What follows belongs to an exercise in optimizing a design on an open flow for small area and a short achievable clock period; a production flow would make more cautious choices.
At most, simulation tests tie the RTL to the original design; equivalence was not proved.
No activity file was given, so power comes from the tool's default toggle rates.

## rev 12
## ahb_timer
module ahb_timer #(
  parameter  int TIMERS      = 3,
  localparam int TIMER_IDX_W = (TIMERS > 1) ? $clog2(TIMERS) : 1
)
(
  input  logic                        HCLK,
  input  logic                        HRESETn,
  input  logic                        HSEL,
  input  logic [ahb_pkg::HADDR_W-1:0] HADDR,
  input  logic [ahb_pkg::HDATA_W-1:0] HWDATA,
  output logic [ahb_pkg::HDATA_W-1:0] HRDATA,
  input  logic                        HWRITE,
  input  logic [2:0]                  HSIZE,
  input  logic [2:0]                  HBURST,
  input  logic [3:0]                  HPROT,
  input  logic [1:0]                  HTRANS,
  output logic                        HREADYOUT,
  input  logic                        HREADY,
  output logic                        HRESP,
  output logic                        tint
);
For scale: about 1,900 cells after synthesis, about 120 I/O pins, about 18,000 µm² of cells after synthesis.
export LEC_CHECK = 0
export CAP_MARGIN = 20
export CORE_MARGIN = 2
export CORE_UTILIZATION = 50
export CTS_BUF_LIST = sky130_fd_sc_hd__clkbuf_16
export CTS_CLUSTER_DIAMETER = 60
export CTS_CLUSTER_SIZE = 30
export SLEW_MARGIN = 20
export SYNTH_HIERARCHICAL = 1
create_clock -name core_clock -period 8.0 [get_ports {HCLK}]
standard.sh (not shown) runs the stock make flow with config.mk's settings and CLKGATE_MAP_FILE= SYNTH_SCRIPT=/design/flow/synth_recipe.tcl, a recipe that flattens the netlist after the stock synthesis.
==> flow/flow/run.sh <==
#!/bin/bash
# Standard layout, but with a plain buffer on every port instead of the
# delay cell that buffer_ports picks on its own
set -euo pipefail
export BUFFER_PORTS_ARGS="-buffer_cell sky130_fd_sc_hd__buf_2"
# Timing repair aims past the 8 ns constraint
export SETUP_SLACK_MARGIN=5.5
# Clock tree without the dummy loads CTS adds for balance
export CTS_ARGS="-sink_clustering_enable -repair_clock_nets -sink_clustering_size 30 -sink_clustering_max_diameter 60 -buf_list sky130_fd_sc_hd__clkbuf_16 -dont_use_dummy_load"
bash standard.sh > standard.log 2>&1
For rev 13, these inputs were changed with respect to rev 12:
--- a/flow/design.v
+++ b/flow/design.v
@@ -39,24 +39,33 @@
   } rd_sel_t;
 endpackage
 `timescale 1ns/1ns
 module timer_bus_decode
 (
   input  logic [31:6] addr_hi,
   input  logic        live,
   output logic        hi_zero,
   output logic        rd_ok
 );
   assign hi_zero = ~|addr_hi;
   assign rd_ok   = live && hi_zero;
+endmodule
+`timescale 1ns/1ns
+module timer_compare
+(
+  input  logic [63:0] time_val,
+  input  logic [63:0] cmp_val,
+  output logic        eq
+);
+  assign eq = (time_val == cmp_val);
 endmodule
 `timescale 1ns/1ns
 module ahb_timer #(
   parameter  int TIMERS      = 3,
   localparam int TIMER_IDX_W = (TIMERS > 1) ? $clog2(TIMERS) : 1
 )
 (
   input  logic                        HCLK,
   input  logic                        HRESETn,
   input  logic                        HSEL,
   input  logic [ahb_pkg::HADDR_W-1:0] HADDR,
   input  logic [ahb_pkg::HDATA_W-1:0] HWDATA,
@@ -74,30 +83,33 @@
   localparam int NW = 12;
   assign HREADYOUT = 1'b1;
   assign HRESP     = ahb_pkg::HRESP_OKAY;
   logic live;
   always_ff @(posedge HCLK or negedge HRESETn)
   begin
     if (!HRESETn)
       live <= 1'b0;
     else
       live <= 1'b1;
   end
   logic          hi_zero;
-  logic          rd_ok;
+  logic [3:0]    rd_ok;
   logic [3:0]    word;
   logic [NW-1:0] asel;
   logic          wr_xfer;
   logic [3:0]    be;
-  timer_bus_decode u_hi (.addr_hi(HADDR[31:6]), .live, .hi_zero, .rd_ok);
+  timer_bus_decode u_hi0 (.addr_hi(HADDR[31:6]), .live, .hi_zero,           .rd_ok(rd_ok[0]));
+  timer_bus_decode u_hi1 (.addr_hi(HADDR[31:6]), .live, .hi_zero(),         .rd_ok(rd_ok[1]));
+  timer_bus_decode u_hi2 (.addr_hi(HADDR[31:6]), .live, .hi_zero(),         .rd_ok(rd_ok[2]));
+  timer_bus_decode u_hi3 (.addr_hi(HADDR[31:6]), .live, .hi_zero(),         .rd_ok(rd_ok[3]));
   assign word = HADDR[5:2];
   always_comb
   begin
     for (int k = 0; k < NW; k++)
       asel[k] = (word == 4'(k));
   end
   assign wr_xfer = HSEL && HREADY && HWRITE && HTRANS[1];
   always_comb
   begin
     case (HSIZE)
       3'd0:    be = 4'b0001 << HADDR[1:0];
       3'd1:    be = 4'b0011 << HADDR[1:0];
@@ -232,29 +244,33 @@
     if (prescale_wr || cnt_zero || !enabled)
       cnt <= prescale;
     else
       cnt <= cnt ^ dec_flips(cnt);
   end
   always_ff @(posedge HCLK or negedge HRESETn)
   begin
     if (!HRESETn)
       count_en <= 1'b0;
     else
       count_en <= enabled && cnt_zero;
   end
+  logic [2:0] eq;
   logic [2:0] hit;
+  timer_compare u_cmp0 (.time_val, .cmp_val(cmp_vals[0]), .eq(eq[0]));
+  timer_compare u_cmp1 (.time_val, .cmp_val(cmp_vals[1]), .eq(eq[1]));
+  timer_compare u_cmp2 (.time_val, .cmp_val(cmp_vals[2]), .eq(eq[2]));
   always_comb
   begin
     for (int n = 0; n < 3; n++)
-      hit[n] = (time_val == cmp_vals[n]) && !ws[6 + 2*n] && !ws[7 + 2*n];
+      hit[n] = eq[n] && !ws[6 + 2*n] && !ws[7 + 2*n];
   end
   always_ff @(posedge HCLK or negedge HRESETn)
   begin
     if (!HRESETn)
     begin
       ipending <= '0;
       tint     <= 1'b0;
     end
     else
     begin
       ipending <= enabled ? hit : 3'b000;
       tint     <= |(ipending & ienable);
@@ -273,15 +289,16 @@
     rwords[6]  = cmp_vals[0][31:0];
     rwords[7]  = cmp_vals[0][63:32];
     rwords[8]  = cmp_vals[1][31:0];
     rwords[9]  = cmp_vals[1][63:32];
     rwords[10] = cmp_vals[2][31:0];
     rwords[11] = cmp_vals[2][63:32];
     rmux = '0;
     for (int k = 0; k < NW; k++)
       rmux = rmux | (rwords[k] & {32{asel[k]}});
   end
   always_ff @(posedge HCLK)
   begin
-    HRDATA <= rmux & {32{rd_ok}};
+    for (int b = 0; b < 4; b++)
+      HRDATA[b*8 +: 8] <= rmux[b*8 +: 8] & {8{rd_ok[b]}};
   end
 endmodule
Notes after the runs:
Going from rev 12 to rev 13, power density normalized to cell area saw a decrease, sequential cell area shows no meaningful change, relative slew slack shows an increase of 12 points. Longest individual stage delay on the worst path delta (rev 12 -> rev 13): insignificant. Global routing usage summed across all routing layers in rev 13 is 4.3 points lower than in rev 12. Higher final area was reported by rev 13, not rev 12. Between rev 12 and rev 13, met1 demand-to-capacity share in global routing decreased. Re final hold slack: rev 13 is 38 ps up on rev 12. Routed metal-1 wire length (rev 12 / rev 13): 1.09. Rev 13 vs rev 12: area overhead of the layout relative to synthesis up.
No functional check of the RTL was part of rev 12.

afterwards: timing with drivers on the ports:
The flow's constraints put no driver on any port. The routed layouts listed below were extracted and timed again, unchanged, in two steps. Step 1: set_driving_cell puts a clkbuf_16 on HCLK and a buf_2 on each other input, an assumption about the parent block. Step 2 moves the port delays by t, midway between the first and last clock arrival at a register: inputs arrive t later, outputs are due t later. That takes back most of the time a late clock gives input paths. Three values: ideal, step 1, step 2; two values: the first two.
run	t, ns	setup slack, ns	hold slack, ns	clock arrival spread, ns	worst register clock-pin slew, ns
rev 12	0.583	5.287 / 5.310 / 4.727	0.424 / 0.424 / 0.424	0.050 / 0.050	0.08 / 0.08
rev 13	0.623	5.304 / 5.289 / 4.696	0.462 / 0.462 / 0.462	0.047 / 0.047	0.09 / 0.09
After both steps setup and hold are still met in every run listed. The setup slack of rev 13, which loses most, moves by -0.015 ns with the drivers and by -0.608 ns with both steps.
